Context: an optimization exercise on an open-source flow, tuned for small area. The choices shown serve that exercise and are no tape-out recipe.
Where RTL was checked, it was by simulation tests only, not by an equivalence proof against the original.
No functional check of the RTL was part of runs 4 and 5.
Power and IR drop assume default switching activity.

$ cat design/flow/config.mk
export PLATFORM = sky130hd
export DESIGN_NAME = pid_controller_clamped_unit
export DESIGN_NICKNAME = pid_controller_clamped_unit
export VERILOG_FILES = /design/flow/design.v
export SDC_FILE = /design/flow/constraint.sdc
export NUM_CORES = 4
export LEC_CHECK = 0
export CAP_MARGIN = 20
export CORE_MARGIN = 2
export CORE_UTILIZATION = 60
export CTS_BUF_LIST = sky130_fd_sc_hd__clkbuf_8
export CTS_CLUSTER_DIAMETER = 60
export CTS_CLUSTER_SIZE = 16
export SLEW_MARGIN = 20
$ cat design/flow/constraint.sdc
create_clock -name core_clock -period 11.0 [get_ports {clk_i}]
set_input_delay 2.2000 -clock core_clock [delete_from_list [all_inputs] [get_ports {clk_i}]]
set_output_delay 2.2000 -clock core_clock [all_outputs]
set_load 0.01 [all_outputs]
$ cat design/flow/design.v
`default_nettype none
package pcc_pkg;
  localparam int unsigned DataW = 16;
  localparam int unsigned IntegW = 24;
  localparam int unsigned CfgIdxW = 3;
endpackage
`default_nettype wire
`default_nettype none
module pid_controller_clamped_unit #(
  parameter int unsigned UPDATE_RATE_HZ = 30
) (
  input  wire                               clk_i,
  input  wire                               rst_ni,
  input  wire                               cfg_valid_i,
  output logic                              cfg_ready_o,
  input  wire  [pcc_pkg::CfgIdxW-1:0]       cfg_index_i,
  input  wire  [pcc_pkg::DataW-1:0]         cfg_data_i,
  input  wire                               in_valid_i,
  output logic                              in_ready_o,
  input  wire                               time_passed_i,
  input  wire  signed [pcc_pkg::DataW-1:0]  setpoint_i,
  input  wire  signed [pcc_pkg::DataW-1:0]  measured_i,
  output logic                              out_valid_o,
  input  wire                               out_ready_i,
  output logic signed [pcc_pkg::DataW-1:0]  drive_o
);
  localparam logic [2:0] PhIdle = 3'd0;
  localparam logic [2:0] Ph1    = 3'd1;
  localparam logic [2:0] Ph2    = 3'd2;
  localparam logic [2:0] Ph3    = 3'd3;
  localparam logic [2:0] Ph4    = 3'd4;
  logic signed [15:0] kp_q, ki_q, kd_q, mn_q, mx_q;
  logic        [4:0]  cv_q;     
  logic signed [23:0] integ_q;
  logic signed [15:0] prev_q;
  logic               sv_q;     
  logic               out_valid_q;
  logic        [15:0] drive_q;
  logic [2:0] ph_q, ph_d;
  logic [5:0] n_q, n_d;
  logic        br_e_q, br_d_q, br_30_q;   
  logic [4:0]  dl_q;                      
  logic [17:0] acc_q;                     
  logic        pd_q;                      
  logic [3:0]  r_q;                       
  logic        br_q_q;                    
  logic        cy_q;                      
  logic        br_l_q, br_h_q;            
  logic        lt_q, gt_q, inv_q;         
  logic [23:0] scr_q;                     
  logic        sgn_q;                     
  logic hold, first, jfirst, last;
  logic accept;
  assign cfg_ready_o = 1'b1;
  assign out_valid_o = out_valid_q;
  assign drive_o     = drive_q;
  assign hold        = !time_passed_i;
  always_ff @(posedge clk_i or negedge rst_ni) begin
    if (!rst_ni) begin
      cv_q <= '0;
    end else if (cfg_valid_i) begin
      case (cfg_index_i)
        3'd0: cv_q[0] <= 1'b1;
        3'd1: cv_q[1] <= 1'b1;
        3'd2: cv_q[2] <= 1'b1;
        3'd3: cv_q[3] <= 1'b1;
        3'd4: cv_q[4] <= 1'b1;
        default: ;
      endcase
    end
  end
  always_ff @(posedge clk_i) begin
    if (cfg_valid_i) begin
      case (cfg_index_i)
        3'd0: kp_q <= cfg_data_i;
        3'd1: ki_q <= cfg_data_i;
        3'd2: kd_q <= cfg_data_i;
        3'd3: mn_q <= cfg_data_i;
        3'd4: mx_q <= cfg_data_i;
        default: ;
      endcase
    end
  end
  always_comb begin
    ph_d = ph_q;
    n_d  = n_q + 6'd1;
    last = 1'b0;
    unique case (ph_q)
      Ph1: if (n_q == 6'd32) begin ph_d = Ph2; n_d = '0; end
      Ph2: if (n_q == 6'd47) begin ph_d = Ph3; n_d = '0; end
      Ph3: if (n_q == 6'd57) begin ph_d = Ph4; n_d = 6'd9; end
      Ph4: if (n_q == 6'd24) begin ph_d = PhIdle; last = 1'b1; end
      default: begin
        ph_d = hold ? Ph4 : Ph1;
        n_d  = hold ? 6'd9 : 6'd0;
      end
    endcase
    if (ph_q == PhIdle && (!in_valid_i || out_valid_q)) begin
      ph_d = PhIdle;
    end
    if (!in_valid_i) begin
      ph_d = PhIdle;
    end
  end
  always_ff @(posedge clk_i or negedge rst_ni) begin
    if (!rst_ni) begin
      ph_q <= PhIdle;
    end else begin
      ph_q <= ph_d;
    end
  end
  always_ff @(posedge clk_i) begin
    n_q <= n_d;
  end
  assign in_ready_o = last;
  assign accept     = last && in_valid_i;
  assign first      = (n_q == 6'd0);
  assign jfirst     = (n_q == 6'd1);
  logic [63:0] sp_x, pv_x, prev_x;
  logic        sp_b, pv_b, prev_b;
  logic        e_b, dlt_b, d30_b;
  logic        a_b, b_b;
  assign sp_x   = {{48{setpoint_i[15]}}, setpoint_i};
  assign pv_x   = {{48{measured_i[15]}}, measured_i};
  assign prev_x = {{48{prev_q[15]}}, prev_q};
  assign sp_b   = sp_x[n_q];
  assign pv_b   = pv_x[n_q];
  assign prev_b = sv_q && prev_x[n_q];
  logic br_e_in, br_d_in, br_30_in;
  assign br_e_in  = br_e_q  && !first;
  assign br_d_in  = br_d_q  && !first;
  assign br_30_in = br_30_q && !first;
  assign e_b   = sp_b ^ pv_b ^ br_e_in;
  assign dlt_b = pv_b ^ prev_b ^ br_d_in;
  assign a_b   = dl_q[0];
  assign b_b   = dl_q[4];
  assign d30_b = a_b ^ b_b ^ br_30_in;
  always_ff @(posedge clk_i) begin
    br_e_q  <= (!sp_b && pv_b) || (!(sp_b ^ pv_b) && br_e_in);
    br_d_q  <= (!pv_b && prev_b) || (!(pv_b ^ prev_b) && br_d_in);
    br_30_q <= (!a_b && b_b) || (!(a_b ^ b_b) && br_30_in);
    dl_q    <= {dl_q[3:0], dlt_b && (ph_q == Ph3)};
  end
  logic [15:0] k1, op_a, op_b;
  logic        k1v;
  logic [18:0] acc_in, sum;
  logic        x_b;
  assign k1     = (ph_q == Ph3) ? kp_q : ki_q;
  assign k1v    = (ph_q == Ph3) ? cv_q[0] : cv_q[1];
  assign op_a   = (e_b && k1v) ? k1 : 16'd0;
  assign op_b   = (d30_b && cv_q[2] && (ph_q == Ph3)) ? kd_q : 16'd0;
  assign acc_in = first ? 19'd0 : {acc_q[17], acc_q};
  assign sum    = acc_in + {{3{op_a[15]}}, op_a} + {{3{op_b[15]}}, op_b};
  assign x_b    = sum[0];
  always_ff @(posedge clk_i) begin
    acc_q <= sum[18:1];
    pd_q  <= x_b;
  end
  logic [63:0] i_x, lo_x, hi_x;
  logic        i_b, lo_b, hi_b;
  assign i_x  = {{39{integ_q[23]}}, integ_q, 1'b0};
  assign lo_x = {{39{mn_q[15]}}, mn_q, 9'd0};
  assign hi_x = {{39{mx_q[15]}}, mx_q, 9'd0};
  assign i_b  = sv_q && i_x[n_q];
  assign lo_b = cv_q[3] && lo_x[n_q];
  assign hi_b = cv_q[4] && hi_x[n_q];
  logic [3:0] r_add, r_inc, r_dec;
  assign r_inc = (r_q == 4'd14) ? 4'd0 : r_q + 4'd1;
  assign r_dec = (r_q == 4'd0) ? 4'd14 : r_q - 4'd1;
  assign r_add = !x_b ? r_q : (n_q == 6'd32) ? r_dec : r_inc;
  logic br_q_in, q_b;
  assign br_q_in = br_q_q && !jfirst;
  assign q_b     = r_q[0] ^ x_b ^ br_q_in;
  logic i2_b;
  always_comb begin
    if (n_q > 6'd24) i2_b = sgn_q;
    else if (lt_q)  i2_b = inv_q ? hi_b : lo_b;
    else if (gt_q)  i2_b = hi_b;
    else            i2_b = scr_q[0];
  end
  logic u_b, w_b, cy_in, v_b;
  assign u_b   = (ph_q == Ph3) ? pd_q : q_b;
  assign w_b   = (ph_q == Ph3) ? i2_b : i_b;
  assign cy_in = cy_q && !jfirst;
  assign v_b   = u_b ^ w_b ^ cy_in;
  logic c_b, br_l_in, br_h_in, l_b, h_b;
  assign c_b     = (ph_q == Ph1) ? lo_b : v_b;
  assign br_l_in = br_l_q && !jfirst;
  assign br_h_in = br_h_q && !jfirst;
  assign l_b     = c_b ^ lo_b ^ br_l_in;    
  assign h_b     = hi_b ^ c_b ^ br_h_in;    
  always_ff @(posedge clk_i) begin
    br_q_q <= (!r_q[0] && x_b) || (!(r_q[0] ^ x_b) && br_q_in);
    cy_q   <= (u_b && w_b) || ((u_b ^ w_b) && cy_in);
    br_l_q <= (!c_b && lo_b) || (!(c_b ^ lo_b) && br_l_in);
    br_h_q <= (!hi_b && c_b) || (!(hi_b ^ c_b) && br_h_in);
    unique case (ph_q)
      Ph1: begin
        if (first) r_q <= '0;
        else       r_q <= {r_add[0], r_add[3:1]};
        if (n_q == 6'd28) inv_q <= h_b;
      end
      Ph2: begin
        if (!first) r_q <= {q_b, r_q[3:1]};
        if (n_q == 6'd28) begin
          lt_q <= l_b;
          gt_q <= h_b;
        end
      end
      Ph3: begin
        if (n_q == 6'd24) sgn_q <= i2_b;
        if (n_q >= 6'd9 && n_q <= 6'd24) drive_q <= {v_b, drive_q[15:1]};
        if (n_q == 6'd37) begin
          lt_q <= l_b;
          gt_q <= h_b;
        end
      end
      Ph4: begin
        drive_q <= {hold ? 1'b0 : gt_q ? hi_b : lt_q ? lo_b : drive_q[0],
                    drive_q[15:1]};
      end
      default: ;
    endcase
  end
  logic scr_in;
  always_comb begin
    scr_in = scr_q[0];
    if (!first && n_q <= 6'd24) begin
      if (ph_q == Ph2) scr_in = v_b;
      if (ph_q == Ph3) scr_in = i2_b;
    end
  end
  always_ff @(posedge clk_i) begin
    scr_q <= {scr_in, scr_q[23:1]};
  end
  always_ff @(posedge clk_i or negedge rst_ni) begin
    if (!rst_ni) begin
      sv_q <= 1'b0;
    end else if (accept && !hold) begin
      sv_q <= 1'b1;
    end
  end
  always_ff @(posedge clk_i) begin
    if (accept && !hold) begin
      integ_q <= scr_q;
      prev_q  <= measured_i;
    end
  end
  always_ff @(posedge clk_i or negedge rst_ni) begin
    if (!rst_ni) begin
      out_valid_q <= 1'b0;
    end else if (accept) begin
      out_valid_q <= 1'b1;
    end else if (out_ready_i) begin
      out_valid_q <= 1'b0;
    end
  end
endmodule
`default_nettype wire
$ cat design/flow/flow/run.sh
#!/bin/bash
# The standard layout with two changes: the port buffers are the smallest
# buffer cell, and the clock tree is built without dummy loads.
set -euo pipefail
export BUFFER_PORTS_ARGS="-buffer_cell sky130_fd_sc_hd__buf_1"
export CTS_ARGS="-sink_clustering_enable -repair_clock_nets -buf_list sky130_fd_sc_hd__clkbuf_8 -sink_clustering_size 16 -sink_clustering_max_diameter 60 -dont_use_dummy_load"
bash standard.sh > standard.log 2>&1
$ cat design/flow/standard.sh
#!/bin/bash
# synth_recipe.tcl (not shown) runs the flow's synth.tcl, then flattens the netlist and writes it again
# the make line also repeats each setting of config.mk as NAME=value (left out here)
make -C /OpenROAD-flow-scripts/flow DESIGN_CONFIG=/design/flow/config.mk WORK_HOME=/design/flow/orfs CLKGATE_MAP_FILE= SYNTH_SCRIPT=/design/flow/synth_recipe.tcl "${@:-finish}"
==> out/metrics.yaml, run 1 <==
placed_design:
  port_buffers: 74
  gp_congestion: 0.860
  dpl_worst_slack_ns: 2.74
  dp_cells: 999
  dp_hpwl_um: 13200
worst_hold_path:
  hold_path_depth: 0
  min-delay-start: "dl_q[1]$_DFF_P_"
  min_to: "dl_q[2]$_DFF_P_"
  hold_path_class: "reg -> reg"
grt:
  met2_usage: 0.363
  grt_pass1_wl_um: 30600
  grtUsageMet3: 0.0343
  grt_pass1_vias: 6027
  grt_start_max_net_pins: 42
  grt.overflow.total: 0
  busiest_layer: "met2"
  grt_usage: 0.221
  grt_antenna_before_repair: 0
  grt_util_met1: 0.320
synth:
  avgSynthCellArea_um2: 13.4
  yosysMostFrequentCell: "edfxtp_1"
  ys_async_sr_fraction: 0.0465
  syn_area_um2: 9740
  netlist_instances: 724
  ys_seq_area_frac: 0.595
  synth_edf_count: 144
  synth_warnings: 1
  synth.top_cell.area_share: 0.444
  synth_seq_cells: 215
  ys_top_cells_by_area: "edfxtp_1 44%, dfxtp_1 13%, fa_1 5.3%"
  synth_common_cells: "144 x edfxtp_1, 72 x nand2_1, 61 x dfxtp_1, 51 x inv_1, 27 x a21oi_1"
  yosysTopAreaCell: "edfxtp_1"
  synth.distinct_cells: 61
  ys.flop_type: "edfxtp_1"
  synth_nets: 832
setup_path:
  cp_data_arrival_time_ns: 7.90
  required_ns: 11.22
  critPathSlowestCell: "nor2_1"
  reg2reg_to: "lt_q$_DFFE_PP_"
  crit_path_end_kind: "flop"
  r2r_setup_slack_ns: 3.98
  crit_chain: "buf_1 > mux4_2 > mux4_2 > mux2_2 > fa_1 > nor2_1 > nand2_1 > fa_1 > fa_1 > mux2_2 > fa_1 > mux2i_1 > inv_1 > fa_1"
  worst-setup-path-type: "in -> reg"
  crit_top_cell: "fa_1"
  r2r_start: "n_q[1]$_DFF_P_"
  r2r_cells: 14
  critPathMaxStageDelay_ns: 0.76
  crit_fanout: 13
  cp-start-kind: "input pin"
timing:
  worst_pin_slew_ns: 0.998
  fin_crit_ns: 7.68
  timing.fmax_mhz: 130
  fin_crit_sh: 0.699
  skew_ns: 0.0555
  slew_headroom: 0.334
  report.final.slew_viol_count: 0
  setup-violations-final: 0
  hold_viol_final: 0
  setup_ws_ns: 3.32
  rsz0062_at_grt: "no"
  setup_tns_ns: 0
clock_network:
  clk_latency_ns: 0.51
  cts_root_buf: "clkbuf_8"
  post-cts-setup-buffers: 0
  h-tree-depth: 1
  clk_pin_slew_ns: 0.09
  cts_sinks: 215
  cts.path.max_buffers: 3
  cts_tree: "built"
  cts_resized: 0
  postCtsHoldBufs: 0
  numCtsBuffers: 18
detailed_routing:
  via_per_inst: 5.82
  vias: 5921
  drtAntennaViolNets: 0
  first_pass_iters: 5
  wl_um: 18700
  wl_per_cell_um: 18.3
  route.detailed.drc: 0
  dr.first_iter.drc_count: 528
floorplanning:
  io_pins: 76
  start_util: 0.613
  core_area_um2: 15900
  die_y_um: 131
  rows: 46
  die_x_um: 131
  die-area_um2: 17300
run:
  cap_violations: 0
cells_and_area:
  area_growth_pct: 8.12
  fillers: 1190
  nets: 912
  fin_cells: 1018
  diodes: 0
  drive_above_1_share: 0.101
  final_util: 0.663
pwr:
  p_per_area_nw_per_um2: 231
  p_leak_nw: 3.99
  peakVddDrop_v: 0.000164
status:
  outcome: "timing/DRC/antenna clean"
power by group:
group	switching [mW]	internal, mW	leakage, nW	total (mW)
clock network	0.232	0.147	0.129	0.379
registers	0.0502	0.960	1.93	1.01
logic	0.601	0.439	1.93	1.04
total	0.883	1.55	3.99	2.43
layer usage:
layer,part of all wire,routed length (um)
met2,0.49,9080
met4,0.015,288
met3,0.044,827
met1,0.45,8470
met5,0,0
area by class of cell:
cell class | instances | area, um2 | share of cell area
timing repair buffer | 84 | 365 | 0.0347
inverter | 51 | 191 | 0.0182
tap | 216 | 270 | 0.0257
clock buffer | 18 | 248 | 0.0235
multi-input combinational | 434 | 3650 | 0.347
sequential | 215 | 5800 | 0.551
registers in the layout, indices dropped and copies added, names as in the netlist, 3 cells and up:
register  count
ki_q         16
ph_q          3
prev_q       16
scr_q        24
acc_q        18
n_q           6
integ_q      24
mx_q         16
kd_q         16
cv_q          5
r_q           4
mn_q         16
dl_q          5
drive_q      16
kp_q         16
layout by cell type, fill, tap and decap left out, types with 6 or more instances in the layout:
master,synthesis,layout
mux2_2,19,19
o21ai_0,22,21
dfxtp_1,61,60
xnor2_1,11,11
or2_2,9,9
a21o_1,10,10
nand2b_1,6,6
nand2_1,72,72
nor2_1,23,22
clkbuf_8,0,18
inv_1,51,51
buf_4,2,9
nor2b_1,12,12
fa_1,26,26
mux4_2,19,19
and3_1,11,11
mux2i_1,18,18
nor3_1,13,12
dfrtp_1,10,10
xor2_1,8,8
a21oi_1,27,27
ha_1,25,25
buf_1,4,74
nand3_1,14,14
and2_1,14,14
edfxtp_1,144,144
through the flow:
stage | instance area, um2 | power [mW] | hold slack, ns
after floorplan | 9740 | 1.82 | 0.310
after global placement | 10300 | 2.02 | 0.312
after detailed placement | 10300 | 2.07 | 0.314
after CTS | 10500 | 2.45 | 0.341
after global routing | 10500 | 2.63 | 0.351
final | 10500 | 2.43 | 0.338
worst max-delay path by stage:
| stage | start | end |
|---|---|---|
| after floorplan | measured_i[15] | lt_q$_DFFE_PP_ |
| after global placement | measured_i[15] | lt_q$_DFFE_PP_ |
| after detailed placement | measured_i[15] | lt_q$_DFFE_PP_ |
| after CTS | measured_i[15] | lt_q$_DFFE_PP_ |
| after global routing | measured_i[15] | lt_q$_DFFE_PP_ |
| final | measured_i[15] | lt_q$_DFFE_PP_ |
worst max-delay path, delay by kind of cell:
family	cells	cell delay, ns
mux	5	1.82
simple gates	2	0.94
fa+ha+maj	5	2.73
buf+inv	2	0.20
cell families (layout without fill, tap and decap cells):
family,Yosys count,after routing,synth area share
muxes,61,61,0.0979
other,1,1,0.000385
AOI/OAI and AO/OA,108,108,0.0731
xor gates and xnor gates,19,19,0.0171
adders and majority gates,51,51,0.0856
buffers and inverters,75,153,0.0311
DFF,215,215,0.595
and+or+nand+nor,194,194,0.0995
==> inputs of run 2 (changes only) <==
--- a/design/flow/design.v
+++ b/design/flow/design.v
@@ -158,10 +158,13 @@
   end
-  logic [63:0] i_x, lo_x, hi_x;
+  logic [63:0] i_x;
   logic        i_b, lo_b, hi_b;
   assign i_x  = {{39{integ_q[23]}}, integ_q, 1'b0};
-  assign lo_x = {{39{mn_q[15]}}, mn_q, 9'd0};
-  assign hi_x = {{39{mx_q[15]}}, mx_q, 9'd0};
   assign i_b  = sv_q && i_x[n_q];
-  assign lo_b = cv_q[3] && lo_x[n_q];
-  assign hi_b = cv_q[4] && hi_x[n_q];
+  logic [3:0] mi;
+  logic       m_in, m_top;
+  assign mi    = n_q[3:0] + 4'd7;
+  assign m_in  = (n_q >= 6'd9) && (n_q <= 6'd24);
+  assign m_top = (n_q > 6'd24);
+  assign lo_b = cv_q[3] && ((m_in && mn_q[mi]) || (m_top && mn_q[15]));
+  assign hi_b = cv_q[4] && ((m_in && mx_q[mi]) || (m_top && mx_q[15]));
   logic [3:0] r_add, r_inc, r_dec;
==> design/flow/flow/run.sh (replaced) <==
#!/bin/bash
# The standard layout with three changes:
#  - synthesis maps with an area-oriented ABC script (flow/abc_area.script in
#    place of ORFS's abc_speed.script; everything else in the scripts folder
#    is ORFS's own, copied unchanged);
#  - the port buffers are the smallest buffer cell;
#  - the clock tree is built from clkbuf_8 without dummy loads.
set -euo pipefail
here=$PWD
rm -rf "$here/scripts_area"
cp -r "$FLOW_HOME/scripts" "$here/scripts_area"
cp "$here/flow/abc_area.script" "$here/scripts_area/abc_speed.script"
export BUFFER_PORTS_ARGS="-buffer_cell sky130_fd_sc_hd__buf_1"
export CTS_ARGS="-sink_clustering_enable -repair_clock_nets -buf_list sky130_fd_sc_hd__clkbuf_8 -sink_clustering_size 16 -sink_clustering_max_diameter 60 -dont_use_dummy_load"
bash standard.sh "SCRIPTS_DIR=$here/scripts_area" finish > standard.log 2>&1
==> design/flow/flow/abc_area.script (new file) <==
&get -n
&st
&dch -f
&nf -a
&st
&syn2
&dch -f
&nf -a
&put
--- a/design/flow/config.mk
+++ b/design/flow/config.mk
@@ -7,3 +7,3 @@
 export LEC_CHECK = 0
-export CAP_MARGIN = 20
+export CAP_MARGIN = 0
 export CORE_MARGIN = 2
@@ -13,2 +13,3 @@
 export CTS_CLUSTER_SIZE = 16
-export SLEW_MARGIN = 20
+export GPL_TIMING_DRIVEN = 0
+export SLEW_MARGIN = 0
==> out/metrics.yaml, run 2 <==
status:
  outcome: "timing/DRC/antenna clean"
timing:
  timing.fmax_mhz: 119  # -8.3%
  skew_ns: 0.0468  # -0.00873 ns
  holdWs_ns: 0.339  # +0.000350 ns
  slew_headroom: 0.0980  # -0.236
  fin_crit_sh: 0.761  # +0.0630
  worst_pin_slew_ns: 1.35  # +0.352 ns
  setup-violations-final: 0  # unchanged
  hold_viol_final: 0  # unchanged
  report.final.slew_viol_count: 0  # unchanged
  fin_crit_ns: 8.38  # +0.693 ns
  setup_tns_ns: 0  # unchanged
  rsz0062_at_grt: "no"
setup_path:
  cp-start-kind: "input pin"
  worst-setup-path-type: "in -> reg"
  required_ns: 11.39  # +0.17 ns
  crit_path_end_kind: "flop"
  crit_fanout: 14  # +1
  cp_data_arrival_time_ns: 8.76  # +0.86 ns
synth:
  ys_async_sr_fraction: 0.0465  # unchanged
  synth.distinct_cells: 46  # -25%
  yosysMostFrequentCell: "edfxtp_1"
  synth_common_cells: "144 x edfxtp_1, 79 x nand2_1, 61 x dfxtp_1, 56 x clkinv_1, 34 x nor2_1"
  synth_seq_cells: 215  # unchanged
  netlist_instances: 664  # -8.3%
  synth_nets: 772  # -7.2%
  yosysTopAreaCell: "edfxtp_1"
  ys_top_cells_by_area: "edfxtp_1 47%, dfxtp_1 13%, fa_1 5.6%"
  synth_edf_count: 144  # unchanged
  synth_warnings: 1  # unchanged
  ys.flop_type: "edfxtp_1"
  syn_area_um2: 9220  # -5.3%
  ys_seq_area_frac: 0.628  # +0.0330
  synth.top_cell.area_share: 0.469  # +0.0246
  avgSynthCellArea_um2: 13.9  # +3.3%
pwr:
  p_leak_nw: 3.59  # -9.9%
  p_per_area_nw_per_um2: 268  # +16%
  peakVddDrop_v: 0.000136  # -17%
  power_mw: 2.71  # +12%
cells_and_area:
  nets: 872  # -4.4%
  largestRegisters: "integ_q x24, scr_q x24, acc_q x18"
  final_cell_mix: "144 x edfxtp_1, 79 x nand2_1, 74 x buf_1"
  final_util: 0.669  # +0.00642
  area_growth_pct: 9.45
  final_common_cell: "edfxtp_1"
  diodes: 0  # unchanged
  drive_above_1_share: 0.0709  # -0.0301
clock_network:
  postCtsHoldBufs: 0  # unchanged
  cts_root_buf: "clkbuf_8"
  numCtsBuffers: 18  # unchanged
  cts_tree: "built"
  h-tree-depth: 1  # unchanged
  clk_latency_ns: 0.51  # about the same
  cts_resized: 0  # unchanged
  cts.path.max_buffers: 3  # unchanged
  clk_pin_slew_ns: 0.10  # about the same
  cts_sinks: 215  # unchanged
  post-cts-setup-buffers: 0  # unchanged
floorplanning:
  die-area_um2: 16400  # -5.1%
  core_area_um2: 15100  # -5.0%
  start_util: 0.611  # -0.00159
  die_x_um: 128  # -2.6%
  rows: 45  # -2.2%
  die_y_um: 128  # -2.6%
  io_pins: 76  # unchanged
placed_design:
  dp_hpwl_um: 12200  # -7.6%
  gp_congestion: 0.854  # -0.70%
  port_buffers: 74  # unchanged
detailed_routing:
  first_pass_iters: 5  # unchanged
  wl_um: 16700  # -10%
  vias: 5400  # -8.8%
  drtAntennaViolNets: 0  # unchanged
  wl_per_cell_um: 17.6  # -3.9%
  dr.first_iter.drc_count: 285  # -46%
  route.detailed.drc: 0  # unchanged
  via_per_inst: 5.68  # -2.3%
grt:
  grt_antenna_before_repair: 1  # +1
  grt_start_max_net_pins: 42  # unchanged
  grt_pass1_vias: 5549  # -7.9%
  grt_usage: 0.217  # -0.00420
  grt_pass1_wl_um: 27800  # -9.2%
  grt.overflow.total: 0  # unchanged
run:
  cap_violations: 0  # unchanged
worst_hold_path:
  hold_path_class: "reg -> reg"
run 2: cell types whose count changed after synthesis, sizes merged, moves of 6 or more:
cell,previous run,this run
buf,12,1
clkbuf,12,0
clkinv,0,56
inv,51,0
mux2i,18,5
nand2,72,79
nand3,14,8
nor2,23,34
nor3,13,7
o22ai,1,11
run 2: cells by family (layout without fill, tap and decap cells):
group                    after synthesis  in the layout  share of synthesized area
multiplexers                          44             44                     0.0799
flip-flops                           215            215                      0.628
buffers and inverters                 57            155                     0.0236
AND/OR/NAND/NOR                      170            170                     0.0830
adder cells (fa/ha/maj)               51             51                     0.0903
other                                  1              1                   0.000407
AO/OA/AOI/OAI                        103            103                     0.0726
XOR/XNOR                              23             23                     0.0218
run 2: path summary, 6_finish.rpt:
| kind | slack (ns) | startpoint | to | cells after the start |
|---|---|---|---|---|
| min reg2reg | 0.34 | dl_q[3]$_DFF_P_ | dl_q[4]$_DFF_P_ | 0 |
| max | 2.62 | measured_i[15] | acc_q[17]$_DFF_P_ | 25 |
| max in group asynchronous | 8.92 | rst_ni | cv_q[2]$_DFFE_PN0P_ | 1 |
| min | 0.34 | dl_q[3]$_DFF_P_ | dl_q[4]$_DFF_P_ | 0 |
| max reg2reg | 2.85 | n_q[1]$_DFF_P_ | acc_q[17]$_DFF_P_ | 24 |
| min in group asynchronous | 1.68 | rst_ni | sv_q$_DFFE_PN0P_ | 1 |
run 2: per-stage QoR:
stage / std cells / setup WS (ns) / instance area, um2
CTS: 950 / 2.59 / 10100
global placement: 926 / 0.912 / 9740
floorplan: 664 / 3.43 / 9220
detailed placement: 932 / 2.14 / 9850
finish: 950 / 2.62 / 10100
global route: 950 / 2.16 / 10100
run 2: power breakdown:
part | leakage, nW | total (mW) | internal (mW) | switching (mW)
logic | 1.53 | 1.24 | 0.518 | 0.719
registers | 1.93 | 1.10 | 1.02 | 0.0775
clock network | 0.129 | 0.378 | 0.147 | 0.230
run 2: routing by layer:
layer / wire (um) / global-route usage / vias up / share of wire
met5: 10 / 0 / - / 0.00060
met4: 248 / 0.0440 / 2 / 0.015
met3: 629 / 0.0346 / 25 / 0.038
met2: 8050 / 0.364 / 97 / 0.48
met1: 7790 / 0.308 / 2687 / 0.47
li1: - / - / 2589 / -
run 2: cell type report:
type | instances | area [um2]
plain buffers | 1 | 7.51
repair buffers | 80 | 367
inverters | 56 | 210
fillers | 1114 | 4990
multi-input cells | 392 | 3230
well taps | 188 | 235
clock buffers | 18 | 248
flip-flops and latches | 215 | 5800
run 2: worst max-delay path, stage by stage:
cell and delay [ns]:
buf_1 0.09, mux4_2 0.48, o22ai_1 0.18, o21ai_0 0.09, o21a_1 0.21, fa_1 0.59
nor2_1 0.91, nand2_1 0.19, fa_1 0.64, clkinv_1 0.09, ha_1 0.31, a21o_1 0.18
a21oi_1 0.22, o21ai_0 0.19, a31oi_1 0.30, o21bai_1 0.12, a21oi_1 0.24, o21ai_0 0.20
a21o_1 0.23, a21o_1 0.20, a21o_1 0.18, a21o_1 0.20, a21o_1 0.19, a21oi_1 0.18
xnor2_1 0.14
==> inputs of run 3 (changes only) <==
--- a/design/flow/config.mk
+++ b/design/flow/config.mk
@@ -7,3 +7,3 @@
 export LEC_CHECK = 0
-export CAP_MARGIN = 0
+export CAP_MARGIN = 20
 export CORE_MARGIN = 2
@@ -13,3 +13,2 @@
 export CTS_CLUSTER_SIZE = 16
-export GPL_TIMING_DRIVEN = 0
-export SLEW_MARGIN = 0
+export SLEW_MARGIN = 20
==> out/metrics.yaml, run 3 <==
detailed_routing:
  via_per_inst: 5.75  # +1.2%
  dr.max_layer_used: "met4"
  first_pass_iters: 5  # unchanged
  drtAntennaViolNets: 0  # unchanged
  wl_met1_um: 8030  # +3.0%
  wl_met2_um: 8360  # +3.9%
  wl_um: 17600  # +4.9%
  wl_per_cell_um: 18.4  # +4.7%
  route.detailed.drc: 0  # unchanged
  vias: 5474  # +1.4%
  dr.first_iter.drc_count: 378  # +33%
  wl_met3_um: 818  # +30%
timing:
  worst_pin_slew_ns: 0.911  # -0.439 ns
  setup-violations-final: 0  # unchanged
  skew_ns: 0.0790  # +0.0322 ns
  hold_viol_final: 0  # unchanged
  fin_crit_ns: 7.60  # -0.775 ns
  report.final.slew_viol_count: 0  # unchanged
  fin_crit_sh: 0.691  # -0.0705
  timing.fmax_mhz: 132  # +10%
  rsz0062_at_grt: "no"
  slew_headroom: 0.393  # +0.295
  setup_tns_ns: 0  # unchanged
floorplanning:
  die-area_um2: 16400  # unchanged
  io_pins: 76  # unchanged
  die_x_um: 128  # unchanged
  core_area_um2: 15100  # unchanged
  rows: 45  # unchanged
  die_y_um: 128  # unchanged
  start_util: 0.611  # unchanged
clock_network:
  h-tree-depth: 1  # unchanged
  cts_root_buf: "clkbuf_8"
  postCtsHoldBufs: 0  # unchanged
  cts_sinks: 215  # unchanged
  cts.path.max_buffers: 3  # unchanged
  post-cts-setup-buffers: 0  # unchanged
  clk_pin_slew_ns: 0.10  # about the same
  cts_resized: 0  # unchanged
  numCtsBuffers: 18  # unchanged
  cts_tree: "built"
  clk_latency_ns: 0.52  # about the same
setup_path:
  crit_fanout: 14  # unchanged
  r2r_setup_slack_ns: 3.75  # +0.90 ns
  r2r_start: "n_q[1]$_DFF_P_"
  cp_data_arrival_time_ns: 8.00  # -0.76 ns
  cp-start-kind: "input pin"
  r2r_cells: 26  # +8.3%
  crit_path_end_kind: "flop"
  worst-setup-path-type: "in -> reg"
  reg2reg_to: "acc_q[17]$_DFF_P_"
  required_ns: 11.40  # about the same
grt:
  grt_pass1_vias: 5612  # +1.1%
  grt_antenna_before_repair: 0  # -1
  grt.overflow.total: 0  # unchanged
  grt_start_max_net_pins: 42  # unchanged
  grt_usage: 0.225  # +0.00803
  grt_pass1_wl_um: 28500  # +2.7%
synth:
  synth_edf_count: 144  # unchanged
  synth_warnings: 1  # unchanged
  ys_top_cells_by_area: "edfxtp_1 47%, dfxtp_1 13%, fa_1 5.6%"
  netlist_instances: 664  # unchanged
  ys_seq_area_frac: 0.628  # unchanged
  synth_seq_cells: 215  # unchanged
  yosysMostFrequentCell: "edfxtp_1"
  avgSynthCellArea_um2: 13.9  # unchanged
  synth.top_cell.area_share: 0.469  # unchanged
  synth_common_cells: "144 x edfxtp_1, 79 x nand2_1, 61 x dfxtp_1, 56 x clkinv_1, 34 x nor2_1"
  yosysTopAreaCell: "edfxtp_1"
  ys_async_sr_fraction: 0.0465  # unchanged
  syn_area_um2: 9220  # unchanged
  synth.distinct_cells: 46  # unchanged
  synth_nets: 772  # unchanged
  ys.flop_type: "edfxtp_1"
pwr:
  p_int_mw: 1.69  # +0.20%
  peakVddDrop_v: 0.000140  # +2.9%
  p_per_area_nw_per_um2: 271  # +1.1%
  switchingPower_mw: 1.04  # +1.8%
  p_seq_frac: 0.398  # -0.006
  p_leak_nw: 3.59  # about the same
  clock_power_share: 0.139  # about the same
  power_frac_comb: 0.464  # +0.008
  sw_frac_of_total: 0.382  # +0.00372
run:
  cap_violations: 0  # unchanged
worst_hold_path:
  hold_path_class: "reg -> reg"
  min-delay-start: "dl_q[3]$_DFF_P_"
  min_to: "dl_q[4]$_DFF_P_"
  hold_path_depth: 0  # unchanged
placed_design:
  placed_cell_area_um2: 9820  # -0.30%
  gp_congestion: 0.862  # +0.90%
  port_buffers: 74  # unchanged
  dp_hpwl_um: 12500  # +2.9%
cells_and_area:
  diodes: 0  # unchanged
  nets: 874  # +0.23%
  area_growth_pct: 9.13
  fillers: 1119  # +0.45%
  largestRegisters: "integ_q x24, scr_q x24, acc_q x18"
  final_common_cell: "edfxtp_1"
  final_cell_area_um2: 10100  # -0.30%
  final_cell_mix: "144 x edfxtp_1, 79 x nand2_1, 74 x buf_1"
  drive_above_1_share: 0.0720  # +0.00112
status:
  outcome: "timing/DRC/antenna clean"
[run 3: cell counts after synthesis]
Identical to the previous run, type by type.
[run 3: metal layers]
layer  vias to the layer above  GRT usage
met5                         -          0
met4                         0     0.0569
met3                        30     0.0371
met2                       145      0.360
met1                      2702      0.329
li1                       2597          -
[run 3: logic make-up (layout without fill, tap and decap cells)]
kind of cell             after synthesis  count (layout)  share of synthesized area
XOR/XNOR                              23              23                     0.0218
flip-flops                           215             215                      0.628
other                                  1               1                   0.000407
multiplexers                          44              44                     0.0799
AND/OR/NAND/NOR                      170             170                     0.0830
buffers and inverters                 57             157                     0.0236
adder cells (fa/ha/maj)               51              51                     0.0903
AO/OA/AOI/OAI                        103             103                     0.0726
[run 3: area by class of cell]
| type | instances | area, um2 | share of cell area |
|---|---|---|---|
| multi-input combinational | 392 | 3230 | 0.321 |
| sequential | 215 | 5800 | 0.576 |
| inverter | 56 | 210 | 0.0209 |
| clock buffer | 18 | 248 | 0.0246 |
| timing repair buffer | 83 | 345 | 0.0343 |
| tap | 188 | 235 | 0.0234 |
[run 3: worst max-delay path by stage]
stage,from,end,slack [ns],cells past startpoint
global route,measured_i[3],acc_q[17]$_DFF_P_,3.02,26
global placement,measured_i[3],acc_q[17]$_DFF_P_,3.09,26
CTS,measured_i[3],acc_q[17]$_DFF_P_,3.46,26
detailed placement,measured_i[3],acc_q[17]$_DFF_P_,2.98,26
floorplan,measured_i[3],acc_q[17]$_DFF_P_,3.43,24
finish,measured_i[3],acc_q[17]$_DFF_P_,3.40,26
[run 3: through the flow]
step / std cells / worst slack (ns) / util / hold slack (ns) / power (mW)
6_report: 952 / 3.40 / 0.667 / 0.336 / 2.73
5_1_grt: 952 / 3.02 / 0.667 / 0.350 / 2.95
4_1_cts: 952 / 3.46 / 0.667 / 0.342 / 2.76
3_5_place_dp: 934 / 2.98 / 0.651 / 0.326 / 2.37
3_3_place_gp: 934 / 3.09 / 0.650 / 0.314 / 2.31
2_1_floorplan: 664 / 3.43 / - / 0.310 / 2.03
[run 3: power groups by stage]
stage / registers (mW) / clock network (mW) / logic (mW)
finish: 1.09 / 0.379 / 1.27
global route: 1.10 / 0.422 / 1.43
CTS: 1.09 / 0.392 / 1.28
floorplan: 1.11 / 0 / 0.924
detailed placement: 1.10 / 0 / 1.27
global placement: 1.10 / 0 / 1.22
[run 3: worst max-delay path: stages]
cell      delay [ns]
buf_1           0.09
mux4_2          0.46
o22ai_1         0.21
o21ai_0         0.12
o21a_1          0.20
fa_1            0.54
nor2_1          0.14
buf_4           0.22
nand2_1         0.10
fa_1            0.60
clkinv_1        0.09
ha_1            0.30
a21o_1          0.19
a21oi_1         0.22
o21ai_0         0.18
a31oi_1         0.30
o21bai_1        0.11
a21oi_1         0.28
o21ai_0         0.20
a21o_1          0.22
a21o_1          0.19
a21o_1          0.18
a21o_1          0.19
a21o_1          0.17
a21oi_1         0.16
xnor2_1         0.13
==> inputs of run 4 (changes only) <==
--- a/design/flow/design.v
+++ b/design/flow/design.v
@@ -33,3 +33,2 @@
   logic        [4:0]  cv_q;     
-  logic signed [23:0] integ_q;
   logic signed [15:0] prev_q;
@@ -42,3 +41,3 @@
   logic [4:0]  dl_q;                      
-  logic [17:0] acc_q;                     
+  logic [16:0] acc_q;                     
   logic        pd_q;                      
@@ -49,3 +48,5 @@
   logic        lt_q, gt_q, inv_q;         
-  logic [23:0] scr_q;                     
+  logic [23:0] ra_q, rb_q;                
+  logic        p_q;                       
+  logic [4:0]  g_q;                       
   logic        sgn_q;                     
@@ -88,5 +89,5 @@
     unique case (ph_q)
-      Ph1: if (n_q == 6'd32) begin ph_d = Ph2; n_d = '0; end
+      Ph1: if (n_q >= 6'd32 && g_q == 5'd22) begin ph_d = Ph2; n_d = '0; end
       Ph2: if (n_q == 6'd47) begin ph_d = Ph3; n_d = '0; end
-      Ph3: if (n_q == 6'd57) begin ph_d = Ph4; n_d = 6'd9; end
+      Ph3: if (n_q == 6'd37) begin ph_d = Ph4; n_d = 6'd9; end
       Ph4: if (n_q == 6'd24) begin ph_d = PhIdle; last = 1'b1; end
@@ -145,3 +146,3 @@
   logic        k1v;
-  logic [18:0] acc_in, sum;
+  logic [17:0] acc_in, sum;   
   logic        x_b;
@@ -151,13 +152,11 @@
   assign op_b   = (d30_b && cv_q[2] && (ph_q == Ph3)) ? kd_q : 16'd0;
-  assign acc_in = first ? 19'd0 : {acc_q[17], acc_q};
-  assign sum    = acc_in + {{3{op_a[15]}}, op_a} + {{3{op_b[15]}}, op_b};
+  assign acc_in = first ? 18'd0 : {acc_q[16], acc_q};
+  assign sum    = acc_in + {{2{op_a[15]}}, op_a} + {{2{op_b[15]}}, op_b};
   assign x_b    = sum[0];
   always_ff @(posedge clk_i) begin
-    acc_q <= sum[18:1];
+    acc_q <= sum[17:1];
     pd_q  <= x_b;
   end
-  logic [63:0] i_x;
   logic        i_b, lo_b, hi_b;
-  assign i_x  = {{39{integ_q[23]}}, integ_q, 1'b0};
-  assign i_b  = sv_q && i_x[n_q];
+  assign i_b  = sv_q && ((n_q > 6'd24) ? sgn_q : (p_q ? rb_q[0] : ra_q[0]));
   logic [3:0] mi;
@@ -181,3 +180,3 @@
     else if (gt_q)  i2_b = hi_b;
-    else            i2_b = scr_q[0];
+    else            i2_b = p_q ? ra_q[0] : rb_q[0];
   end
@@ -202,3 +201,3 @@
         if (first) r_q <= '0;
-        else       r_q <= {r_add[0], r_add[3:1]};
+        else if (n_q <= 6'd32) r_q <= {r_add[0], r_add[3:1]};
         if (n_q == 6'd28) inv_q <= h_b;
@@ -207,2 +206,3 @@
         if (!first) r_q <= {q_b, r_q[3:1]};
+        if (n_q == 6'd24) sgn_q <= i_b;
         if (n_q == 6'd28) begin
@@ -227,12 +227,17 @@
   end
-  logic scr_in;
-  always_comb begin
-    scr_in = scr_q[0];
-    if (!first && n_q <= 6'd24) begin
-      if (ph_q == Ph2) scr_in = v_b;
-      if (ph_q == Ph3) scr_in = i2_b;
-    end
-  end
-  always_ff @(posedge clk_i) begin
-    scr_q <= {scr_in, scr_q[23:1]};
+  logic w_en, wr_b, ra_in, rb_in;
+  assign w_en  = !first && (n_q <= 6'd24) && ((ph_q == Ph2) || (ph_q == Ph3));
+  assign wr_b  = (ph_q == Ph3) ? i2_b : v_b;
+  assign ra_in = (w_en &&  p_q) ? wr_b : ra_q[0];
+  assign rb_in = (w_en && !p_q) ? wr_b : rb_q[0];
+  always_ff @(posedge clk_i) begin
+    ra_q <= {ra_in, ra_q[23:1]};
+    rb_q <= {rb_in, rb_q[23:1]};
+  end
+  always_ff @(posedge clk_i or negedge rst_ni) begin
+    if (!rst_ni) begin
+      g_q <= '0;
+    end else begin
+      g_q <= (g_q == 5'd23) ? 5'd0 : g_q + 5'd1;
+    end
   end
@@ -247,4 +252,4 @@
     if (accept && !hold) begin
-      integ_q <= scr_q;
-      prev_q  <= measured_i;
+      p_q    <= !p_q;
+      prev_q <= measured_i;
     end
==> out/metrics.yaml, run 4 <==
status:
  outcome: "timing/DRC/antenna clean"
setup_path:
  crit_fanout: 12  # -2
  cp_data_arrival_time_ns: 8.32  # +0.32 ns
  crit_family: "compound AO/OA/AOI/OAI gates"
  required_ns: 11.40  # about the same
  critPathMaxStageDelay_ns: 0.49  # -0.11 ns
  critPathSlowestCell: "fa_1"
  worst-setup-path-type: "in -> reg"
  r2r_setup_slack_ns: 3.92  # +0.17 ns
  crit_path_end_kind: "flop"
  cp-start-kind: "input pin"
  crit_top_cell: "o21ai_0"
  crit_buf_inv: 3  # unchanged
timing:
  holdWs_ns: 0.328  # -0.00791 ns
  setup_tns_ns: 0  # unchanged
  setup-violations-final: 0  # unchanged
  report.final.slew_viol_count: 0  # unchanged
  skew_ns: 0.0325  # -0.0464 ns
  timing.fmax_mhz: 126  # -4.1%
  fin_crit_sh: 0.720  # +0.0292
  slew_headroom: 0.351  # -0.0416
  rsz0062_at_grt: "no"
  worst_pin_slew_ns: 0.973  # +0.0614 ns
  fin_crit_ns: 7.92  # +0.322 ns
  hold_viol_final: 0  # unchanged
clock_network:
  clk_latency_ns: 0.51  # about the same
  cts_tree: "built"
  postCtsHoldBufs: 0  # unchanged
  post-cts-setup-buffers: 0  # unchanged
  h-tree-depth: 1  # unchanged
  clk_pin_slew_ns: 0.09  # about the same
  cts_sinks: 220  # +2.3%
  cts_root_buf: "clkbuf_8"
  numCtsBuffers: 17  # -1
  cts_resized: 0  # unchanged
  cts.path.max_buffers: 3  # unchanged
cells_and_area:
  fillers: 1105  # -1.3%
  nets: 924  # +5.7%
  drive_above_1_share: 0.0577  # -0.0142
  area_growth_pct: 8.92
  final_common_cell: "nand2_1"
  final_cell_mix: "131 x nand2_1, 121 x edfxtp_1, 84 x dfxtp_1"
  final_util: 0.676  # +0.00918
  diodes: 0  # unchanged
  fin_cells: 998  # +4.8%
  largestRegisters: "ra_q x24, rb_q x24, acc_q x17"
synth:
  synth_nets: 824  # +6.7%
  ys.flop_type: "edfxtp_1"
  syn_area_um2: 9090  # -1.4%
  synth_common_cells: "131 x nand2_1, 121 x edfxtp_1, 84 x dfxtp_1, 57 x clkinv_1, 50 x nor2_1"
  avgSynthCellArea_um2: 12.7  # -8.6%
  ys_top_cells_by_area: "edfxtp_1 40%, dfxtp_1 18%, fa_1 5.5%"
  ys_seq_area_frac: 0.626  # -0.00248
  synth_edf_count: 121  # -16%
  yosysTopAreaCell: "edfxtp_1"
  synth.top_cell.area_share: 0.400  # -0.0692
  netlist_instances: 716  # +7.8%
  synth.distinct_cells: 42  # -8.7%
  synth_seq_cells: 220  # +2.3%
  synth_warnings: 1  # unchanged
  yosysMostFrequentCell: "nand2_1"
  ys_async_sr_fraction: 0.0682  # +0.0217
grt:
  grt_usage: 0.223  # -0.00177
  grt_pass1_vias: 5599  # -0.23%
  grt_pass1_wl_um: 28400  # -0.31%
  grt_start_max_net_pins: 28  # -33%
  grt_antenna_before_repair: 0  # unchanged
  grt.overflow.total: 0  # unchanged
floorplanning:
  start_util: 0.621  # +0.00962
  rows: 44  # -2.2%
  core_area_um2: 14600  # -3.0%
  io_pins: 76  # unchanged
  die_y_um: 127  # -0.70%
  die-area_um2: 16200  # -1.4%
  die_x_um: 127  # -0.70%
placed_design:
  dp_cells: 981  # +5.0%
  port_buffers: 74  # unchanged
  dp_hpwl_um: 12200  # -2.9%
  gp_congestion: 0.824  # -4.4%
detailed_routing:
  vias: 5601  # +2.3%
  route.detailed.drc: 0  # unchanged
  dr.first_iter.drc_count: 435  # +15%
  first_pass_iters: 4  # -1
  dr.max_layer_used: "met4"
  wl_met2_um: 7960  # -4.9%
  wl_met1_um: 8040  # +0.11%
  wl_um: 17300  # -1.5%
  via_per_inst: 5.61  # -2.4%
  wl_met3_um: 1030  # +26%
  drtAntennaViolNets: 0  # unchanged
  wl_per_cell_um: 17.3  # -6.0%
pwr:
  peakVddDrop_v: 0.000134  # -3.8%
  p_per_area_nw_per_um2: 285  # +5.0%
  p_leak_nw: 3.64  # +1.4%
  power_mw: 2.82  # +3.3%
worst_hold_path:
  hold_path_class: "reg -> reg"
run:
  cap_violations: 0  # unchanged
run 4: worst register-to-register path: cells and delay by family (launching register included):
kind	cells	cell delay, ns
xor gates and xnor gates	1	0.14
and+or+nand+nor	6	1.24
adders and majority gates	5	1.75
AOI/OAI and AO/OA	13	2.30
DFF	1	0.81
buffers and inverters	4	0.75
run 4: final timing paths:
check | startpoint | endpoint | cells after the start
min | ra_q[9]$_DFF_P_ | ra_q[8]$_DFF_P_ | 0
max | measured_i[15] | acc_q[16]$_DFF_P_ | 30
min reg2reg | ra_q[9]$_DFF_P_ | ra_q[8]$_DFF_P_ | 0
max in group asynchronous | rst_ni | cv_q[3]$_DFFE_PN0P_ | 1
max reg2reg | n_q[1]$_DFF_P_ | acc_q[16]$_DFF_P_ | 29
min in group asynchronous | rst_ni | out_valid_q$_DFFE_PN0P_ | 1
run 4: metal layers:
metal  vias to the layer above  GRT usage
li1                       2671          -
met1                      2753      0.326
met2                       154      0.369
met3                        23     0.0327
met4                         0     0.0407
met5                         -          0
run 4: cells by family after synthesis:
logic type	after synthesis	share of synthesized area
compound gates	92	0.0611
xor+xnor	21	0.0202
fa+ha+maj	51	0.0908
buf+inv	58	0.0244
flops	220	0.626
mux	30	0.0610
other cells	1	0.000412
simple gates	243	0.116
run 4: area by class of cell:
| class | instances | area [um2] | share of cell area |
|---|---|---|---|
| clock buffers | 17 | 234 | 0.0236 |
| flip-flops and latches | 220 | 5690 | 0.575 |
| repair buffers | 82 | 338 | 0.0341 |
| well taps | 184 | 230 | 0.0232 |
| inverters | 57 | 214 | 0.0216 |
| multi-input cells | 438 | 3200 | 0.323 |
run 4: report_power, final:
part | switching, mW | leakage, nW | total (mW) | internal (mW)
Combinational | 0.773 | 1.55 | 1.31 | 0.538
Sequential | 0.0790 | 1.97 | 1.13 | 1.06
Clock | 0.238 | 0.122 | 0.378 | 0.140
run 4: stage by stage:
step | setup slack [ns] | cell area [um2]
floorplan | 3.55 | 9090
global route | 2.33 | 9900
detailed placement | 2.58 | 9670
global placement | 2.83 | 9670
finish | 3.08 | 9900
CTS | 3.13 | 9900
==> inputs of run 5 (changes only) <==
--- a/design/flow/design.v
+++ b/design/flow/design.v
@@ -153,3 +153,15 @@
   assign acc_in = first ? 18'd0 : {acc_q[16], acc_q};
-  assign sum    = acc_in + {{2{op_a[15]}}, op_a} + {{2{op_b[15]}}, op_b};
+  logic [17:0] ea, eb, cs_s, cs_c;
+  logic [18:0] rc;
+  assign ea   = {{2{op_a[15]}}, op_a};
+  assign eb   = {{2{op_b[15]}}, op_b};
+  assign cs_s = acc_in ^ ea ^ eb;
+  assign cs_c = (acc_in & ea) | (acc_in & eb) | (ea & eb);
+  assign rc[0] = 1'b0;
+  for (genvar i = 0; i < 18; i++) begin : g_rip
+    logic cb;
+    assign cb        = (i == 0) ? 1'b0 : cs_c[i-1];
+    assign sum[i]    = cs_s[i] ^ cb ^ rc[i];
+    assign rc[i+1]   = (cs_s[i] & cb) | (cs_s[i] & rc[i]) | (cb & rc[i]);
+  end
   assign x_b    = sum[0];
==> out/metrics.yaml, run 5 <==
status:
  outcome: "timing/DRC/antenna clean"
timing:
  timing.fmax_mhz: 94.4  # -25%
  worst_pin_slew_ns: 0.876  # -0.0964 ns
  skew_ns: 0.0135  # -0.0190 ns
  report.final.slew_viol_count: 0  # unchanged
  fin_crit_ns: 10.59  # +2.67 ns
  holdWs_ns: 0.331  # +0.00324 ns
  rsz0062_at_grt: "no"
  slew_headroom: 0.416  # +0.0650
  setup-violations-final: 0  # unchanged
  hold_viol_final: 0  # unchanged
  fin_crit_sh: 0.963  # +0.243
placed_design:
  dp_hpwl_um: 10800  # -11%
  placed_cell_area_um2: 9340  # -3.5%
  gp_congestion: 0.809  # -1.7%
  port_buffers: 74  # unchanged
setup_path:
  crit_fanout: 4  # -8
  reg2reg_to: "acc_q[16]$_DFF_P_"
  cp_data_arrival_time_ns: 10.99  # +2.67 ns
  critPathSlowestCell: "fa_1"
  required_ns: 11.39  # about the same
  r2r_setup_slack_ns: 1.11  # -2.81 ns
  crit_path_end_kind: "flop"
  crit_buf_inv: 2  # -1
  r2r_cells: 28  # -3.4%
  crit_top_cell: "fa_1"
  cp-start-kind: "input pin"
  critPathMaxStageDelay_ns: 0.48  # about the same
  worst-setup-path-type: "in -> reg"
  crit_family: "adder cells"
  r2r_start: "n_q[0]$_DFF_P_"
synth:
  synthSimpleGateAreaFrac: 0.109  # -0.00711
  synth_common_cells: "121 x edfxtp_1, 84 x dfxtp_1, 78 x nand2_1, 42 x nor2_1, 39 x fa_1"
  synth.distinct_cells: 44  # +4.8%
  yosysTopAreaCell: "edfxtp_1"
  synth_compound_area_frac: 0.0554  # -0.00565
  ys_async_sr_fraction: 0.0682  # unchanged
  syn_area_um2: 8730  # -3.9%
  synth.top_cell.area_share: 0.416  # +0.0164
  ys.flop_type: "edfxtp_1"
  synth_seq_cells: 220  # unchanged
  ys_seq_area_frac: 0.652  # +0.0257
  synth_edf_count: 121  # unchanged
  yosysMostFrequentCell: "edfxtp_1"
  netlist_instances: 612  # -15%
  avgSynthCellArea_um2: 14.3  # +12%
  ys_top_cells_by_area: "edfxtp_1 42%, dfxtp_1 19%, fa_1 8.9%"
  synthMuxAreaShare: 0.0553  # -0.00566
  synth_nets: 719  # -13%
  synthXorXnorAreaFrac: 0.0130  # -0.00719
  synth_top_family_by_area: "simple AND/OR/NAND/NOR gates"
  synth_warnings: 1  # unchanged
  synthAdderAreaFrac: 0.105  # +0.0143
worst_hold_path:
  min_to: "rb_q[21]$_DFF_P_"
  hold_path_class: "reg -> reg"
  hold_path_depth: 0  # unchanged
  min-delay-start: "rb_q[22]$_DFF_P_"
grt:
  grt_pass1_vias: 5234  # -6.5%
  grt_usage: 0.208  # -0.0153
  grt_start_max_net_pins: 28  # unchanged
  grt_antenna_before_repair: 0  # unchanged
  grt_pass1_wl_um: 25900  # -9.0%
  grt.overflow.total: 0  # unchanged
run:
  cap_violations: 0  # unchanged
floorplanning:
  core_area_um2: 14400  # -1.9%
  start_util: 0.608  # -0.0131
  io_pins: 76  # unchanged
  die-area_um2: 15500  # -3.8%
  rows: 44  # unchanged
  die_y_um: 125  # -1.9%
  die_x_um: 125  # -1.9%
pwr:
  p_leak_nw: 3.43  # -5.7%
  power_mw: 2.58  # -8.5%
  peakVddDrop_v: 0.000150  # +11%
  p_per_area_nw_per_um2: 270  # -5.3%
clock_network:
  postCtsHoldBufs: 0  # unchanged
  cts_tree: "built"
  clk_latency_ns: 0.50  # about the same
  cts.path.max_buffers: 3  # unchanged
  h-tree-depth: 1  # unchanged
  cts_sinks: 220  # unchanged
  clk_pin_slew_ns: 0.09  # about the same
  numCtsBuffers: 17  # unchanged
  cts_resized: 0  # unchanged
  cts_root_buf: "clkbuf_8"
  post-cts-setup-buffers: 0  # unchanged
cells_and_area:
  diodes: 0  # unchanged
  area_growth_pct: 9.57
  final_cell_mix: "121 x edfxtp_1, 83 x dfxtp_1, 78 x nand2_1"
  final_cell_area_um2: 9570  # -3.4%
  nets: 823  # -11%
  final_util: 0.666  # -0.0103
  largestRegisters: "ra_q x24, rb_q x24, acc_q x17"
  drive_above_1_share: 0.0728  # +0.0151
  final_common_cell: "edfxtp_1"
  fillers: 1060  # -4.1%
detailed_routing:
  via_per_inst: 5.58  # -0.65%
  wl_per_cell_um: 17.2  # -0.47%
  vias: 5007  # -11%
  wl_um: 15500  # -10%
  drtAntennaViolNets: 0  # unchanged
  dr.first_iter.drc_count: 311  # -29%
  route.detailed.drc: 0  # unchanged
  first_pass_iters: 5  # +1
## run 5: changes by cell type in the layout (fill, tap and decap cells not counted), sizes merged, moves of 3 or more
| cell | previous run | this run |
|---|---|---|
| nor2 | 50 | 42 |
| fa | 25 | 39 |
| xnor2 | 15 | 9 |
| nand3 | 10 | 20 |
| mux2i | 7 | 1 |
| clkinv | 57 | 21 |
| ha | 26 | 11 |
| and2 | 14 | 35 |
| a21oi | 32 | 29 |
| buf | 82 | 86 |
| or3 | 3 | 0 |
| nand2 | 131 | 78 |
| o21ai | 26 | 16 |
## run 5: worst reg2reg max path: cells and delay by family (launching register included)
kind	cells	cell delay, ns
AOI/OAI and AO/OA	2	0.27
xor gates and xnor gates	1	0.13
buffers and inverters	3	0.73
DFF	1	0.89
and+or+nand+nor	3	0.46
adders and majority gates	19	7.34
## run 5: worst max path at each step
stage / depth (start not counted) / endpoint / start
after floorplan: 26 / acc_q[16]$_DFF_P_ / measured_i[11]
after global placement: 28 / acc_q[16]$_DFF_P_ / measured_i[12]
after detailed placement: 28 / acc_q[16]$_DFF_P_ / measured_i[12]
after CTS: 28 / acc_q[16]$_DFF_P_ / measured_i[12]
after global routing: 28 / acc_q[16]$_DFF_P_ / setpoint_i[11]
final: 28 / acc_q[16]$_DFF_P_ / measured_i[12]
## run 5: where the power goes
group	switching, mW	internal [mW]	total [mW]
logic	0.611	0.452	1.06
clock network	0.230	0.140	0.370
registers	0.102	1.05	1.15
## run 5: cell families (layout without fill, tap and decap cells)
| kind of cell | Yosys count | after routing |
|---|---|---|
| simple gates | 205 | 205 |
| compound gates | 78 | 78 |
| flops | 220 | 220 |
| xor+xnor | 13 | 13 |
| mux | 23 | 23 |
| other cells | 1 | 1 |
| buf+inv | 22 | 124 |
| fa+ha+maj | 50 | 50 |
## run 5: stage by stage
| step | TNS [ns] | setup slack (ns) | std cells |
|---|---|---|---|
| floorplan | 0 | 0.118 | 612 |
| global placement | 0 | 0.0109 | 881 |
| detailed placement | -0.314 | -0.184 | 881 |
| CTS | 0 | 0.341 | 898 |
| global route | 0 | 0.0402 | 898 |
| finish | 0 | 0.406 | 898 |
## run 5: layout make-up
type                       instances  area [um2]  share of cell area
inverter                          21        78.8             0.00824
tap                              184         230              0.0241
sequential                       220        5690               0.595
timing repair buffer              86         368              0.0384
clock buffer                      17         234              0.0245
multi-input combinational        370        2970               0.310
## run 5: layer usage
| metal | track usage | vias to the layer above | routed length, um |
|---|---|---|---|
| li1 | - | 2373 | - |
| met1 | 0.291 | 2477 | 6800 |
| met2 | 0.349 | 134 | 7640 |
| met3 | 0.0292 | 23 | 668 |
| met4 | 0.0562 | 0 | 381 |
| met5 | 0 | - | 0 |
==> inputs of run 6 (changes only) <==
--- a/design/flow/design.v
+++ b/design/flow/design.v
@@ -38,3 +38,5 @@
   logic [2:0] ph_q, ph_d;
-  logic [5:0] n_q, n_d;
+  logic [4:0] g_q;                       
+  logic       rd_q;                       
+  logic [5:0] n_q;                        
   logic        br_e_q, br_d_q, br_30_q;   
@@ -50,3 +52,2 @@
   logic        p_q;                       
-  logic [4:0]  g_q;                       
   logic        sgn_q;                     
@@ -86,20 +87,13 @@
     ph_d = ph_q;
-    n_d  = n_q + 6'd1;
     last = 1'b0;
     unique case (ph_q)
-      Ph1: if (n_q >= 6'd32 && g_q == 5'd22) begin ph_d = Ph2; n_d = '0; end
-      Ph2: if (n_q == 6'd47) begin ph_d = Ph3; n_d = '0; end
-      Ph3: if (n_q == 6'd37) begin ph_d = Ph4; n_d = 6'd9; end
-      Ph4: if (n_q == 6'd24) begin ph_d = PhIdle; last = 1'b1; end
-      default: begin
-        ph_d = hold ? Ph4 : Ph1;
-        n_d  = hold ? 6'd9 : 6'd0;
-      end
+      Ph1: if (rd_q && g_q == 5'd23) ph_d = Ph2;
+      Ph2: if (rd_q && g_q == 5'd23) ph_d = Ph3;
+      Ph3: if (rd_q && g_q == 5'd23) ph_d = Ph4;
+      Ph4: if (rd_q && g_q == 5'd0) begin ph_d = PhIdle; last = 1'b1; end
+      default: if (g_q == 5'd23) ph_d = hold ? Ph4 : Ph1;
     endcase
-    if (ph_q == PhIdle && (!in_valid_i || out_valid_q)) begin
+    if (!in_valid_i || (ph_q == PhIdle && out_valid_q)) begin
       ph_d = PhIdle;
     end
-    if (!in_valid_i) begin
-      ph_d = PhIdle;
-    end
   end
@@ -108,9 +102,12 @@
       ph_q <= PhIdle;
+      rd_q <= 1'b0;
+      g_q  <= '0;
     end else begin
       ph_q <= ph_d;
-    end
-  end
-  always_ff @(posedge clk_i) begin
-    n_q <= n_d;
-  end
+      if (ph_q == PhIdle || ph_d == PhIdle) rd_q <= 1'b0;
+      else if (g_q == 5'd23) rd_q <= !rd_q;
+      g_q  <= (g_q == 5'd23) ? 5'd0 : g_q + 5'd1;
+    end
+  end
+  assign n_q = {1'b0, g_q} + (rd_q ? 6'd24 : 6'd0);
   assign in_ready_o = last;
@@ -232,3 +229,3 @@
       end
-      Ph4: begin
+      Ph4: if (n_q >= 6'd9) begin
         drive_q <= {hold ? 1'b0 : gt_q ? hi_b : lt_q ? lo_b : drive_q[0],
@@ -250,9 +247,2 @@
     if (!rst_ni) begin
-      g_q <= '0;
-    end else begin
-      g_q <= (g_q == 5'd23) ? 5'd0 : g_q + 5'd1;
-    end
-  end
-  always_ff @(posedge clk_i or negedge rst_ni) begin
-    if (!rst_ni) begin
       sv_q <= 1'b0;
==> out/metrics.yaml, run 6 <==
status:
  outcome: "timing/DRC/antenna clean"
worst_hold_path:
  min-delay-start: "ra_q[4]$_DFF_P_"
  hold_path_depth: 0  # unchanged
  min_to: "ra_q[3]$_DFF_P_"
  hold_path_class: "reg -> reg"
timing:
  rsz0062_at_grt: "no"
  report.final.slew_viol_count: 0  # unchanged
  slew_headroom: 0.370  # -0.0457
  holdWs_ns: 0.331  # -0.000349 ns
  fin_crit_sh: 0.972  # +0.00911
  setup_ws_ns: 0.306  # -0.100 ns
  timing.fmax_mhz: 93.5  # -0.94%
  worst_pin_slew_ns: 0.945  # +0.0686 ns
  fin_crit_ns: 10.69  # +0.100 ns
  skew_ns: 0.0204  # +0.00690 ns
  setup-violations-final: 0  # unchanged
  hold_viol_final: 0  # unchanged
setup_path:
  crit_buf_inv: 1  # -1
  r2r_cells: 27  # -3.6%
  worst-setup-path-type: "in -> reg"
  cp-start-kind: "input pin"
  cp_data_arrival_time_ns: 11.07  # +0.08 ns
  critPathMaxStageDelay_ns: 0.48  # about the same
  crit_path_end_kind: "flop"
  required_ns: 11.38  # about the same
  crit_fanout: 4  # unchanged
  crit_family: "adder cells"
  r2r_start: "g_q[0]$_DFF_PN0_"
  crit_top_cell: "fa_1"
  critPathSlowestCell: "fa_1"
  r2r_setup_slack_ns: 0.91  # -0.20 ns
  reg2reg_to: "acc_q[16]$_DFF_P_"
synth:
  avgSynthCellArea_um2: 14.8  # +4.0%
  synth_nets: 683  # -5.0%
  netlist_instances: 576  # -5.9%
  synth_common_cells: "121 x edfxtp_1, 78 x dfxtp_1, 66 x nand2_1, 40 x fa_1, 36 x a21oi_1"
  ys_top_cells_by_area: "edfxtp_1 42%, dfxtp_1 18%, fa_1 9.4%"
  ys_async_sr_fraction: 0.0744  # +0.00624
  synth.top_cell.area_share: 0.425  # +0.00883
  syn_area_um2: 8550  # -2.1%
  synth_edf_count: 121  # unchanged
  yosysMostFrequentCell: "edfxtp_1"
  synth_seq_cells: 215  # -2.3%
  synth_warnings: 1  # unchanged
  ys_seq_area_frac: 0.654  # +0.00270
  synth.distinct_cells: 49  # +11%
  yosysTopAreaCell: "edfxtp_1"
  ys.flop_type: "edfxtp_1"
detailed_routing:
  drtAntennaViolNets: 0  # unchanged
  wl_um: 15700  # +1.6%
  dr.first_iter.drc_count: 323  # +3.9%
  route.detailed.drc: 0  # unchanged
  first_pass_iters: 5  # unchanged
  wl_per_cell_um: 18.2  # +5.4%
  vias: 4904  # -2.1%
  via_per_inst: 5.67  # +1.7%
floorplanning:
  die_x_um: 123  # -1.0%
  io_pins: 76  # unchanged
  die_y_um: 123  # -1.0%
  core_area_um2: 13900  # -3.4%
  start_util: 0.616  # +0.00830
  rows: 43  # -2.3%
  die-area_um2: 15200  # -2.0%
clock_network:
  cts_sinks: 215  # -2.3%
  postCtsHoldBufs: 0  # unchanged
  numCtsBuffers: 17  # unchanged
  clk_pin_slew_ns: 0.10  # about the same
  cts.path.max_buffers: 3  # unchanged
  cts_resized: 0  # unchanged
  clk_latency_ns: 0.50  # about the same
  cts_root_buf: "clkbuf_8"
  h-tree-depth: 1  # unchanged
  post-cts-setup-buffers: 0  # unchanged
  cts_tree: "built"
pwr:
  p_leak_nw: 3.45  # +0.58%
  peakVddDrop_v: 0.000134  # -11%
  p_per_area_nw_per_um2: 156  # -42%
  power_mw: 1.48  # -43%
cells_and_area:
  drive_above_1_share: 0.0905  # +0.0177
  final_cell_mix: "121 x edfxtp_1, 78 x dfxtp_1, 74 x buf_1"
  nets: 794  # -3.5%
  final_util: 0.680  # +0.0144
  area_growth_pct: 10.4
  diodes: 0  # unchanged
  final_common_cell: "edfxtp_1"
  largestRegisters: "ra_q x24, rb_q x24, acc_q x17"
grt:
  grt_usage: 0.221  # +0.0123
  grt_pass1_wl_um: 25800  # -0.24%
  grt_start_max_net_pins: 24  # -14%
  grt.overflow.total: 0  # unchanged
  grt_antenna_before_repair: 0  # unchanged
  grt_pass1_vias: 5134  # -1.9%
placed_design:
  port_buffers: 74  # unchanged
  dp_hpwl_um: 11000  # +1.7%
  gp_congestion: 0.835  # +3.2%
  dpl_worst_slack_ns: -0.400  # -0.216 ns
run:
  cap_violations: 0  # unchanged
## run 6: cell types whose count changed after synthesis, sizes merged, moves of 7 or more
cell	change
nor2b	+18
and2	-15
nand3	-13
nor2	-13
nand2	-12
a21oi	+7
clkinv	-7
## run 6: cells by family after synthesis
family          count (synthesis)  share of synthesized area
xor+xnor                        6                    0.00615
compound gates                 83                     0.0594
other cells                     1                   0.000438
mux                            27                     0.0610
fa+ha+maj                      50                      0.108
buf+inv                        15                    0.00702
simple gates                  179                      0.103
flops                         215                      0.654
## run 6: power by group
part	leakage [nW]	switching, mW	total [mW]	internal [mW]
logic	1.40	0.110	0.201	0.0904
clock network	0.122	0.229	0.368	0.140
registers	1.93	0.0117	0.907	0.895
## run 6: per-stage QoR
stage,TNS [ns],area (um2),std cells
after floorplan,0,8560,576
after global placement,-0.199,9190,848
after detailed placement,-0.578,9190,848
after CTS,0,9430,865
after global routing,0,9440,865
final,0,9440,865
## run 6: worst register-to-register path: cells and delay by family, from the launching register on
family        cells  cell delay, ns
fa+ha+maj        19            7.32
simple gates      5            1.18
flops             1            0.97
buf+inv           1            0.27
xor+xnor          2            0.26
## run 6: worst max path at each step
stage,start,end,cells after the start
detailed placement,measured_i[11],acc_q[16]$_DFF_P_,28
global route,measured_i[8],acc_q[16]$_DFF_P_,28
global placement,measured_i[11],acc_q[16]$_DFF_P_,28
CTS,measured_i[11],acc_q[16]$_DFF_P_,28
finish,measured_i[11],acc_q[16]$_DFF_P_,28
floorplan,measured_i[15],acc_q[16]$_DFF_P_,27
## run 6: cell type report
cell class | count | area [um2]
Timing Repair Buffer | 93 | 420
Multi-Input combinational cell | 346 | 2920
Sequential cell | 215 | 5600
Clock buffer | 17 | 234
Fill cell | 1002 | 4440
Inverter | 14 | 52.6
Tap cell | 180 | 225
## run 6: metal layers
metal | global-route usage | wire length [um]
met5 | 0 | 0
met4 | 0.0653 | 417
met3 | 0.0323 | 685
met2 | 0.382 | 7940
met1 | 0.291 | 6690

static timing again, ports no longer ideal:
No port has a modelled driver above. Below, the same layouts with a new extraction and two added sets of constraints.
Step 1 sets driving cells, clkbuf_16 on the clock port and buf_2 on the other inputs (assumed; they add their load-dependent delay and slew).
Step 2 moves the port delays by t, midway between the first and last clock arrival at a register: inputs arrive t later, outputs are due t later. That takes back most of the time a late clock gives input paths.
Three values: ideal ports, drivers, drivers and shift; two values: the first two.
run | t, ns | setup slack, ns | worst setup path after step 2
run 1 | 0.526 | 3.316 / 3.333 / 2.807 | input to register
run 2 | 0.518 | 2.624 / 2.637 / 2.119 | input to register
run 3 | 0.520 | 3.399 / 3.414 / 2.893 | input to register
run 4 | 0.533 | 3.077 / 3.086 / 2.553 | input to register
run 5 | 0.532 | 0.406 / 0.423 / -0.109 | input to register
run 6 | 0.522 | 0.306 / 0.317 / -0.205 | input to register
Met with ideal ports but missed after step 2: setup timing in run 5 and run 6. The setup slack of run 4, which loses most, moves by +0.009 ns with the drivers and by -0.524 ns with both steps.
